This is an optimization exercise on Yosys and OpenROAD, whose aim is small area and a short achievable clock period, not a production implementation. Function was checked by simulation only, so behaviour that the tests miss may differ from the original. Power is estimated from default activity; no workload was simulated.

==> flow/design.v <==
package demosaic_pkg;
    localparam int IMG_HDISP    = 32;                   
    localparam int IMG_VDISP    = 16;                   
    localparam int COL_W        = $clog2(IMG_HDISP);    
    localparam int ROW_W        = $clog2(IMG_VDISP);    
    localparam int PIPE_LATENCY = 3;
    localparam int CHAIN_LEN    = 4*IMG_HDISP + 1;
    typedef logic [7:0]       pixel_t;                  
    typedef logic [COL_W-1:0] col_t;                    
    typedef logic [ROW_W-1:0] row_t;                    
    typedef logic [199:0] window_t;                    
endpackage
`timescale 1ns/1ps
module line_buffer
#(
    parameter int LEN = demosaic_pkg::CHAIN_LEN
)
(
    input  logic           clk,
    input  logic           shift,
    input  demosaic_pkg::pixel_t din,
    output logic [8*LEN-1:0] taps                      
);
    always_ff @(posedge clk)
    begin
        if (shift)
            taps <= {taps[8*(LEN-1)-1:0], din};
    end
endmodule
`timescale 1ns/1ps
module window_5x5
(
    input  logic    clk,
    input  logic    shift,                             
    input  demosaic_pkg::pixel_t  din,                 
    input  demosaic_pkg::row_t    row,                 
    input  demosaic_pkg::col_t    col,
    output demosaic_pkg::window_t win                  
);
    localparam int LEN = demosaic_pkg::CHAIN_LEN;
    logic [8*LEN-1:0] taps;
    line_buffer #(.LEN(LEN)) line_buffer_i (
        .clk   (clk),
        .shift (shift),
        .din   (din),
        .taps  (taps)
    );
    always_comb
    begin
        win = '0;
        for (int i = 0; i < 5; i++)
            for (int j = 0; j < 5; j++)
                if (32*i + j - 2 >= 0 && 32*i + j - 2 < LEN)
                    win[8*(5*i+j) +: 8] = (row < i || col < j) ? 8'h00 : taps[8*(32*i+j-2) +: 8];
        win[8*(5*2+0) +: 8] = (row < 2) ? 8'h00 : (col == 0) ? taps[8*63 +: 8] : taps[8*62 +: 8];
    end
endmodule
`timescale 1ns/1ps
module bayer_kernel
(
    input  logic       clk,
    input  demosaic_pkg::window_t    win,              
    input  demosaic_pkg::row_t       row,              
    input  demosaic_pkg::col_t       col,
    input  logic [1:0] mirror,
    output demosaic_pkg::pixel_t     red,
    output demosaic_pkg::pixel_t     green,
    output demosaic_pkg::pixel_t     blue
);
    typedef logic signed [12:0] acc_t;                 
    function automatic demosaic_pkg::pixel_t clamp8(input acc_t v);    
        if (v[12])
            clamp8 = 8'h00;
        else if (v[11])
            clamp8 = 8'hff;
        else
            clamp8 = v[10:3];
    endfunction
    function automatic logic [7:0] tap(input demosaic_pkg::window_t w, input int i, input int j);
        tap = w[8*(5*i+j) +: 8];
    endfunction
    logic [1:0] r_par;                                 
    always_comb
    begin
        case (mirror)
            2'd3:    r_par = 2'b11;
            2'd2:    r_par = 2'b10;
            2'd0:    r_par = 2'b01;
            default: r_par = 2'b00;
        endcase
    end
    logic [7:0] c1;
    logic [8:0] h1, v1, h2, v2;
    logic [9:0] d1;
    logic [1:0] site1;                                 
    always_ff @(posedge clk)
    begin
        c1    <= tap(win, 2, 2);
        h1    <= tap(win, 2, 1) + tap(win, 2, 3);
        v1    <= tap(win, 1, 2) + tap(win, 3, 2);
        h2    <= tap(win, 2, 0) + tap(win, 2, 4);
        v2    <= tap(win, 0, 2) + tap(win, 4, 2);
        d1    <= (tap(win, 1, 1) + tap(win, 1, 3)) + (tap(win, 3, 1) + tap(win, 3, 3));
        site1 <= {row[0], col[0]} ^ r_par;             
    end
    acc_t c, sh1, sv1, sh2, sv2, sd, n2;
    acc_t g_raw, h_raw, v_raw, x_raw;
    assign c   = {5'b0, c1};
    assign sh1 = {4'b0, h1};
    assign sv1 = {4'b0, v1};
    assign sh2 = {4'b0, h2};
    assign sv2 = {4'b0, v2};
    assign sd  = {3'b0, d1};
    assign n2  = sh2 + sv2;
    assign g_raw = (c <<< 2) + ((sh1 + sv1) <<< 1) - n2;                           
    assign h_raw = (c <<< 2) + c + (sh1 <<< 2) - sd - sh2 + (sv2 >>> 1);           
    assign v_raw = (c <<< 2) + c + (sv1 <<< 2) - sd - sv2 + (sh2 >>> 1);           
    assign x_raw = (c <<< 2) + (c <<< 1) + (sd <<< 1) - n2 - (n2 >>> 1);           
    demosaic_pkg::pixel_t c2, g2, h2q, v2q, x2;
    logic [1:0] site2;
    always_ff @(posedge clk)
    begin
        c2    <= c1;
        g2    <= clamp8(g_raw);
        h2q   <= clamp8(h_raw);
        v2q   <= clamp8(v_raw);
        x2    <= clamp8(x_raw);
        site2 <= site1;
    end
    always_ff @(posedge clk)
    begin
        case (site2)
            2'b00:                                     
            begin
                red   <= c2;
                green <= g2;
                blue  <= x2;
            end
            2'b11:                                     
            begin
                red   <= x2;
                green <= g2;
                blue  <= c2;
            end
            2'b01:                                     
            begin
                red   <= h2q;
                green <= c2;
                blue  <= v2q;
            end
            default:                                   
            begin
                red   <= v2q;
                green <= c2;
                blue  <= h2q;
            end
        endcase
    end
endmodule
`timescale 1ns/1ps
module frame_ctrl
(
    input  logic clk,
    input  logic rst_n,
    input  logic vsync,
    input  logic href,
    input  logic hsync,
    output logic href_q,                               
    output logic line_end,
    output logic frame_start,
    output logic post_vsync,
    output logic post_href,
    output logic post_hsync
);
    logic                                   vsync_q;   
    logic [demosaic_pkg::PIPE_LATENCY-1:0]  vsync_dly;
    logic [demosaic_pkg::PIPE_LATENCY-1:0]  href_dly;
    logic [demosaic_pkg::PIPE_LATENCY-1:0]  hsync_dly;
    always_ff @(posedge clk)
    begin
        vsync_q <= vsync;
        href_q  <= href;
    end
    assign line_end    = href_q && !href;              
    assign frame_start = vsync && !vsync_q;            
    always_ff @(posedge clk or negedge rst_n)
    begin
        if (!rst_n)
        begin
            vsync_dly <= '0;
            href_dly  <= '0;
            hsync_dly <= '0;
        end
        else
        begin
            vsync_dly <= {vsync_dly[demosaic_pkg::PIPE_LATENCY-2:0], vsync};
            href_dly  <= {href_dly[demosaic_pkg::PIPE_LATENCY-2:0], href};
            hsync_dly <= {hsync_dly[demosaic_pkg::PIPE_LATENCY-2:0], hsync};
        end
    end
    assign post_vsync = vsync_dly[demosaic_pkg::PIPE_LATENCY-1];
    assign post_href  = href_dly[demosaic_pkg::PIPE_LATENCY-1];
    assign post_hsync = hsync_dly[demosaic_pkg::PIPE_LATENCY-1];
endmodule
`timescale 1ns/1ps
module position_counter
(
    input  logic clk,
    input  logic href,
    input  logic line_end,
    input  logic frame_start,
    output demosaic_pkg::row_t row,
    output demosaic_pkg::col_t col
);
    always_ff @(posedge clk)
    begin
        if (href)
            col <= col + 1'b1;
        else
            col <= '0;
    end
    always_ff @(posedge clk)
    begin
        if (frame_start)
            row <= '0;                                 
        else if (line_end)
            row <= row + 1'b1;                         
    end
endmodule
`timescale 1ns/1ps
module raw_to_rgb_top
(
    input  logic       clk,
    input  logic       rst_n,
    input  logic       vsync,
    input  logic       href,
    input  logic       hsync,
    input  logic [1:0] mirror,
    input  demosaic_pkg::pixel_t     raw,
    output logic       post_vsync,
    output logic       post_href,
    output logic       post_hsync,
    output demosaic_pkg::pixel_t     red,
    output demosaic_pkg::pixel_t     green,
    output demosaic_pkg::pixel_t     blue
);
    logic    href_q;
    logic    line_end;
    logic    frame_start;
    demosaic_pkg::row_t    row;                        
    demosaic_pkg::col_t    col;
    demosaic_pkg::pixel_t  raw_q;                      
    logic [1:0]            mirror_q;
    demosaic_pkg::window_t win;
    frame_ctrl frame_ctrl_i (
        .clk         (clk),
        .rst_n       (rst_n),
        .vsync       (vsync),
        .href        (href),
        .hsync       (hsync),
        .href_q      (href_q),
        .line_end    (line_end),
        .frame_start (frame_start),
        .post_vsync  (post_vsync),
        .post_href   (post_href),
        .post_hsync  (post_hsync)
    );
    position_counter position_counter_i (
        .clk         (clk),
        .href        (href),
        .line_end    (line_end),
        .frame_start (frame_start),
        .row         (row),
        .col         (col)
    );
    always_ff @(posedge clk)
    begin
        raw_q    <= raw;
        mirror_q <= mirror;                            
    end
    window_5x5 window_5x5_i (
        .clk   (clk),
        .shift (href_q),
        .din   (raw_q),
        .row   (row),
        .col   (col),
        .win   (win)
    );
    bayer_kernel bayer_kernel_i (
        .clk    (clk),
        .win    (win),
        .row    (row),
        .col    (col),
        .mirror (mirror_q),
        .red    (red),
        .green  (green),
        .blue   (blue)
    );
endmodule
==> flow/run.sh <==
#!/bin/bash
# synth_recipe.tcl (not shown) runs the flow's synth.tcl, then flattens the netlist and writes it again
# the make line also repeats each setting of config.mk as NAME=value (left out here)
make -C /OpenROAD-flow-scripts/flow DESIGN_CONFIG=/design/flow/config.mk WORK_HOME=/design/flow/orfs CLKGATE_MAP_FILE= SYNTH_SCRIPT=/design/flow/synth_recipe.tcl finish
==> flow/config.mk <==
export PLATFORM = sky130hd
export DESIGN_NAME = raw_to_rgb_top
export DESIGN_NICKNAME = raw_to_rgb_top
export VERILOG_FILES = /design/flow/design.v
export SDC_FILE = /design/flow/constraint.sdc
export NUM_CORES = 4
export LEC_CHECK = 0
export CAP_MARGIN = 20
export CORE_MARGIN = 2
export CORE_UTILIZATION = 65
export CTS_CLUSTER_DIAMETER = 60
export CTS_CLUSTER_SIZE = 30
export PLACE_DENSITY = 0.75
export SLEW_MARGIN = 20
==> flow/constraint.sdc <==
create_clock -name core_clock -period 7.5 [get_ports {clk}]
set_input_delay 1.5000 -clock core_clock [delete_from_list [all_inputs] [get_ports {clk}]]
set_output_delay 1.5000 -clock core_clock [all_outputs]
set_load 0.01 [all_outputs]
==> results of run 1 <==
[synthesized netlist by cell type, drive strengths merged (2+ instances only)]
library cell and count:
edfxtp 1032, inv 182, ha 166, dfxtp 143, and2 93, a21oi 80
fa 78, xnor2 69, nor2 62, nand2 59, xor2 44, o21a 42
o21ai 36, a21o 31, nor2b 27, nor3 17, a222oi 16, mux2i 16
nand2b 14, clkbuf 12, o21bai 10, dfrtp 9, mux2 9, nand3 9
o41ai 9, a22oi 8, a211oi 6, a21boi 6, a31oi 6, nand4b 5
nand4 4, or3 4, and3 3, o31ai 3, o41a 3, a211o 2
nor4 2, o211ai 2, o311ai 2, o31a 2
[area by class of cell]
cell class | count | area share
multi-input cells | 955 | 0.1787
clock inverters | 25 | 0.007792
diodes | 1 | 0.00005355
flip-flops and latches | 1184 | 0.7293
inverters | 182 | 0.01462
well taps | 864 | 0.02313
repair buffers | 53 | 0.01159
clock buffers | 82 | 0.03476
[where the power goes]
part	switching, mW	internal, mW
clock network	2.05	1.62
logic	1.97	1.48
registers	0.276	7.72
total	4.30	10.8
[routing by layer]
layer | wire, um | vias to the layer above | track usage
met2 | 34190 | 334 | 0.3403
met4 | 1801 | 0 | 0.06061
met5 | 0 | - | 0
met3 | 2455 | 90 | 0.02498
met1 | 31940 | 9423 | 0.2988
li1 | - | 8789 | -
[kinds of logic after synthesis]
| group | Yosys count | share of synthesized area |
|---|---|---|
| adder cells (fa/ha/maj) | 244 | 0.08431 |
| XOR/XNOR | 113 | 0.02311 |
| buffers and inverters | 195 | 0.01696 |
| flip-flops | 1184 | 0.7897 |
| multiplexers | 25 | 0.006060 |
| AO/OA/AOI/OAI | 272 | 0.04343 |
| AND/OR/NAND/NOR | 301 | 0.03644 |
[worst max-delay path: cells and delay by family, from the launching register on]
kind | cells | cell delay (ps)
xor gates and xnor gates | 2 | 640
and+or+nand+nor | 1 | 450
buffers and inverters | 1 | 70
adders and majority gates | 5 | 1760
AOI/OAI and AO/OA | 11 | 1860
DFF | 1 | 680
[flip-flops by register name (all words and copies together) (netlist names), 4 cells and up]
| signal | count |
|---|---|
| bayer_kernel_i.h2q | 8 |
| position_counter_i.col | 5 |
| bayer_kernel_i.g2 | 8 |
| bayer_kernel_i.h2 | 9 |
| bayer_kernel_i.blue | 8 |
| bayer_kernel_i.v2 | 9 |
| bayer_kernel_i.v1 | 9 |
| bayer_kernel_i.c1 | 8 |
| raw_q | 8 |
| bayer_kernel_i.red | 8 |
| bayer_kernel_i.v2q | 8 |
| position_counter_i.row | 4 |
| window_5x5_i.line_buffer_i.taps | 1032 |
| bayer_kernel_i.h1 | 9 |
| bayer_kernel_i.green | 8 |
| bayer_kernel_i.x2 | 8 |
| bayer_kernel_i.d1 | 10 |
| bayer_kernel_i.c2 | 8 |
[worst paths after layout]
check                           cells after the start  slack (ps)                         to               startpoint
worst max-delay path                               20        1960      bayer_kernel_i.h2q[3]     bayer_kernel_i.c1[1]
max in group asynchronous                           1        6100   frame_ctrl_i.href_dly[0]                    rst_n
worst min register to register                      0         330    bayer_kernel_i.site2[1]  bayer_kernel_i.site1[1]
worst min-delay path                                0         330    bayer_kernel_i.site2[1]  bayer_kernel_i.site1[1]
worst max register to register                     20        1960      bayer_kernel_i.h2q[3]     bayer_kernel_i.c1[1]
min in group asynchronous                           1        1130  frame_ctrl_i.hsync_dly[0]                    rst_n
[through the flow]
| stage | total power, mW | worst slack (ps) | util | instance area [um2] | std cells |
|---|---|---|---|---|---|
| after detailed placement | 11.59 | 1972 | 0.6804 | 44730 | 3238 |
| after global placement | 11.48 | 2157 | 0.6804 | 44730 | 3238 |
| final | 15.13 | 1964 | 0.7107 | 46730 | 3346 |
| after CTS | 15.27 | 1966 | 0.7107 | 46720 | 3345 |
| after global routing | 15.90 | 1558 | 0.7107 | 46730 | 3345 |
| after floorplan | 10.63 | -689.3 | - | 43160 | 2334 |
==> results.toml, run 1 <==
[grt]
grt_antenna_before_repair = 4
grt_usage = 0.2073
grt_overflow = 0
grt_pass1_vias = 18390
grt_max_degree = 187
grt_pass1_wl_mm = 105.5

[power_and_ir_drop]
power.density_nw_per_um2 = 323.8
ir_worst_vdd_mv = 0.2568
p_leak_nw = 17.37

[clock_tree]
clkLatencyLatePin_ps = 650
postCtsSetupBuffers = 0
clockBufferDepth = 3
clk_pin_slew_ps = 90
cts_max_level = 2
cts_root_buffer = "clkbuf_16"
holdBufCountCts = 0
numClockSinks = 1184
cts_tree = "yes"
cts_made_buffers = 57
cts_resized = 0

[layout]
multiInputGateArea_um2 = 8351
final_cell_mix = "edfxtp_1 (1032), inv_1 (182), ha_1 (166)"
nFillCells = 3973
drive_gt1_frac = 0.04877
syn_to_final_growth_pct = 8.284
nets = 2692
layout_commonest_cell = "edfxtp_1"
final-seq-area_um2 = 34080

[floorplanning]
die_h_um = 261.7
die-area_um2 = 68470
io_pins = 42
rows = 94
initial_core_util = 0.6564
coreArea_um2 = 65750
die_x_um = 261.7

[worst_setup_path]
crit_top_cell = "ha_1"
critical-path-slowest-cell = "dfxtp_1"
critPathMaxStageDelay_ps = 680
required_ps = 8040
cp_max_fo = 9
startpoint_type = "register"
crit_path_end_kind = "register"
arrival_ps = 6080
crit_path_cell_trace = "ha_1, a21o_1, a21oi_1, o21bai_1, a21oi_1, xnor2_1, ha_1, a21oi_1, o21ai_0, xnor2_1, fa_1, inv_1, ha_1, ha_1, o21a_1, o21a_1, o21ai_1, a31oi_1, or3_1, a22oi_1"
crit_type = "reg -> reg"

[detailed_routing]
vias_per_cell = 5.570
num_vias = 18640
wire_per_inst_um = 21.04
dr.pass1.iters = 7
drt_iter0_drc = 1662
remaining_drc_errors = 0
wirelength_mm = 70.39
postRouteAntennaNets = 0

[synth]
synth_top_area_frac = 0.7181
yosys.area.top_type = "edfxtp_1"
ys_types = 60
synth_seq_cells = 1184
avgSynthCellArea_um2 = 18.49
synth_area_leaders = "edfxtp_1 (72%), dfxtp_1 (6.6%), ha_1 (4.8%)"
yosysWarnings = 6
ys_dominant_reg_cell = "edfxtp_1"
syn-cell-area_um2 = 43150
async_reset_ff_frac = 0.007601
synthCells = 2334
synth_nets = 2593
synth_edf_count = 1032
synth-seq-area-share = 0.7897

[timing]
rsz0062_at_grt = "false"
fmax_mhz = 180.6
maxSlewViolCount = 0
fin_hold_ws_ps = 332.5
setup_viol = 0
final-hold-violation-count = 0
clock_skew_ps = 36.74
period_minus_slack_ps = 5536
tns_ps = 0
slew_headroom = 0.3213
fin_crit_sh = 0.7382
tightest_slew_ps = 1018

[placed_design]
io_buffers = 41
dp_hpwl_mm = 46.36
gp_congestion = 0.8836

[flow_run]
maxCapViolations = 0

[run_status]
outcome = "finished clean"

[worst_hold_path]
hold_class = "reg -> reg"
==> run 2: changes to the inputs <==
--- a/flow/config.mk
+++ b/flow/config.mk
@@ -7,8 +7,5 @@
 export LEC_CHECK = 0
 export CAP_MARGIN = 20
 export CORE_MARGIN = 2
-export CORE_UTILIZATION = 65
-export CTS_CLUSTER_DIAMETER = 60
-export CTS_CLUSTER_SIZE = 30
-export PLACE_DENSITY = 0.75
+export CORE_UTILIZATION = 40
 export SLEW_MARGIN = 20
==> run 2 against run 1 <==
Synthesized cell count unchanged; sequential share of layout area decreased by 3.5 points; highest routed layer is now met5; non-clock buffer count decreased by 4; critical path type unchanged.
==> results.toml, run 2 <==
[worst_setup_path]
crit_top_cell = "ha_1"
arrival_ps = 6020
crit_path_end_kind = "register"
cp_max_fo = 9
startpoint_type = "register"
required_ps = 8070
crit_path_cell_trace = "ha_1, a21o_1, a21oi_1, o21bai_1, a21oi_1, xnor2_1, ha_1, a21oi_1, o21ai_0, xnor2_1, fa_1, inv_1, ha_1, ha_1, o21a_1, o21a_1, o21ai_1, a31oi_1, or3_1, a22oi_1"
critical-path-slowest-cell = "dfxtp_1"
critPathMaxStageDelay_ps = 690
crit_type = "reg -> reg"

[placed_design]
io_buffers = 41
gp_congestion = 0.8690
place_ws_ps = 2098
dp_hpwl_mm = 46.65

[clock_tree]
clkLatencyLatePin_ps = 710
clk_pin_slew_ps = 70
cts_max_level = 3
cts_tree = "yes"
cts_resized = 0
numClockSinks = 1184
postCtsSetupBuffers = 0
cts_root_buffer = "clkbuf_16"
holdBufCountCts = 0
cts_made_buffers = 112
clockBufferDepth = 3

[synth]
ys_dominant_reg_cell = "edfxtp_1"
synth-adder-area-share = 0.08431
synthTopCellsByCount = "edfxtp_1 (1032), inv_1 (182), ha_1 (166)"
synth_top_family_by_area = "adder cells"
avgSynthCellArea_um2 = 18.49
synthSimpleGateAreaFrac = 0.03645
yosys.area_share.xor_xnor = 0.02311
ys_types = 60
yosysWarnings = 6
synth_top_area_frac = 0.7181
synthCells = 2334
synth-seq-area-share = 0.7897
synthMuxAreaShare = 0.006060
synth_nets = 2593
synth_most_common_cell = "edfxtp_1"
synth_seq_cells = 1184
syn-cell-area_um2 = 43150
yosys.area.top_type = "edfxtp_1"
synth_area_leaders = "edfxtp_1 (72%), dfxtp_1 (6.6%), ha_1 (4.8%)"
synth_edf_count = 1032
async_reset_ff_frac = 0.007601
synth-compound-area-share = 0.04343

[detailed_routing]
wirelength_mm = 72.10
remaining_drc_errors = 0
dr.pass1.iters = 8
wire_per_inst_um = 18.10
drt_iter0_drc = 1544
postRouteAntennaNets = 0
num_vias = 18900
vias_per_cell = 4.745

[timing]
slew_headroom = 0.3213
fin_ws_ps = 2046
fmax_mhz = 183.4
clock_skew_ps = 58.08
rsz0062_at_grt = "false"
maxSlewViolCount = 0
fin_crit_sh = 0.7272
period_minus_slack_ps = 5454
setup_viol = 0
tightest_slew_ps = 1018
final-hold-violation-count = 0
fin_hold_ws_ps = 330.0

[power_and_ir_drop]
ir_worst_vdd_mv = 0.2116
power_mw = 17.12
power.density_nw_per_um2 = 348.6
p_leak_nw = 18.20

[grt]
grt_max_degree = 199
grt_pass1_vias = 19170
grt_overflow = 0
grt_antenna_before_repair = 9
grt_pass1_wl_mm = 111.1
grt_usage = 0.1302

[run_status]
outcome = "finished clean"

[layout]
multiInputGateArea_um2 = 8356
reg_top3 = "window_5x5_i.line_buffer_i.taps (1032), bayer_kernel_i.d1 (10)"
largest_register_ffs = 1032
nFillCells = 8959
fin_util = 0.4588
top_register = "window_5x5_i.line_buffer_i.taps"
syn_to_final_growth_pct = 13.82
layout_commonest_cell = "edfxtp_1"
final_cell_mix = "edfxtp_1 (1032), inv_1 (182), ha_1 (166)"
final-seq-area_um2 = 34080
nets = 2743
drive_gt1_frac = 0.07558

[worst_hold_path]
hold_class = "reg -> reg"

[floorplanning]
coreArea_um2 = 107100
io_pins = 42
die_h_um = 332.5
initial_core_util = 0.4031
die-area_um2 = 110500
die_x_um = 332.5
rows = 120

[flow_run]
maxCapViolations = 0
## run 2: area by class of cell
class | instances | area share
Clock inverter | 66 | 0.01386
Inverter | 182 | 0.01391
Tap cell | 1403 | 0.03574
Clock buffer | 144 | 0.06157
Sequential cell | 1184 | 0.6939
Antenna cell | 1 | 0.00005095
Multi-Input combinational cell | 955 | 0.1701
Timing Repair Buffer | 49 | 0.01085
## run 2: cell families (layout without fill, tap and decap cells)
logic type	count (synthesis)	in the layout
flip-flops	1184	1184
buffers and inverters	195	441
AND/OR/NAND/NOR	301	301
adder cells (fa/ha/maj)	244	244
XOR/XNOR	113	113
other	0	1
multiplexers	25	25
AO/OA/AOI/OAI	272	272
## run 2: worst paths after layout
path,slack (ps),endpoint,cells past startpoint,startpoint
max,2050,bayer_kernel_i.h2q[2],20,bayer_kernel_i.c1[1]
min,330,bayer_kernel_i.site2[1],0,bayer_kernel_i.site1[1]
max reg2reg,2050,bayer_kernel_i.h2q[2],20,bayer_kernel_i.c1[1]
min reg2reg,330,bayer_kernel_i.site2[1],0,bayer_kernel_i.site1[1]
max in group asynchronous,6140,frame_ctrl_i.href_dly[0],1,rst_n
min in group asynchronous,1080,frame_ctrl_i.hsync_dly[0],1,rst_n
## run 2: power breakdown
| group | total [mW] | switching (mW) | internal (mW) |
|---|---|---|---|
| combinational | 3.54 | 2.05 | 1.49 |
| sequential | 8.01 | 0.273 | 7.74 |
| clock | 5.57 | 2.39 | 3.18 |
## run 2: per-layer routing
metal  vias up  GRT usage  routed length [um]
met4         2    0.05803                2879
met3       158    0.02682                3632
met2       375     0.1917               31290
li1       8949          -                   -
met1      9420     0.1868               34290
met5         -          0                  13
## run 2: stage by stage
stage               cells  area [um2]  setup TNS [ps]
CTS                  3983       49110               0
finish               3984       49120               0
floorplan            2334       43160         -305260
global placement     3773       45410               0
detailed placement   3773       45410               0
global route         3983       49110               0
## run 2: critical path, delay by kind of cell, from the launching register on
family / cells / cell delay, ps
AOI/OAI and AO/OA: 11 / 1880
adders and majority gates: 5 / 1790
DFF: 1 / 690
and+or+nand+nor: 1 / 460
xor gates and xnor gates: 2 / 410
buffers and inverters: 1 / 40

[re-timing with driven ports]
How much do the figures lean on ideal ports? The routed layouts below were timed once more, with nothing changed but the port constraints.
Step 1: set_driving_cell puts a clkbuf_16 on clk and a buf_2 on each other input, an assumption about the parent block.
Step 2 also shifts input and output timing later by t, the mid clock arrival at the registers, as if the neighbouring blocks saw the same clock.
a / b / c = ideal ports / drivers / drivers and shift; a / b = the first two.
run	t, ns	slack for setup (ns)	worst setup path after step 2	cell pins on the clock port's net
run 1	0.700	1.964 / 1.964 / 1.964	register to register	1
run 2	0.740	2.046 / 2.046 / 2.046	register to register	1
After both steps setup and hold are still met in every run listed.
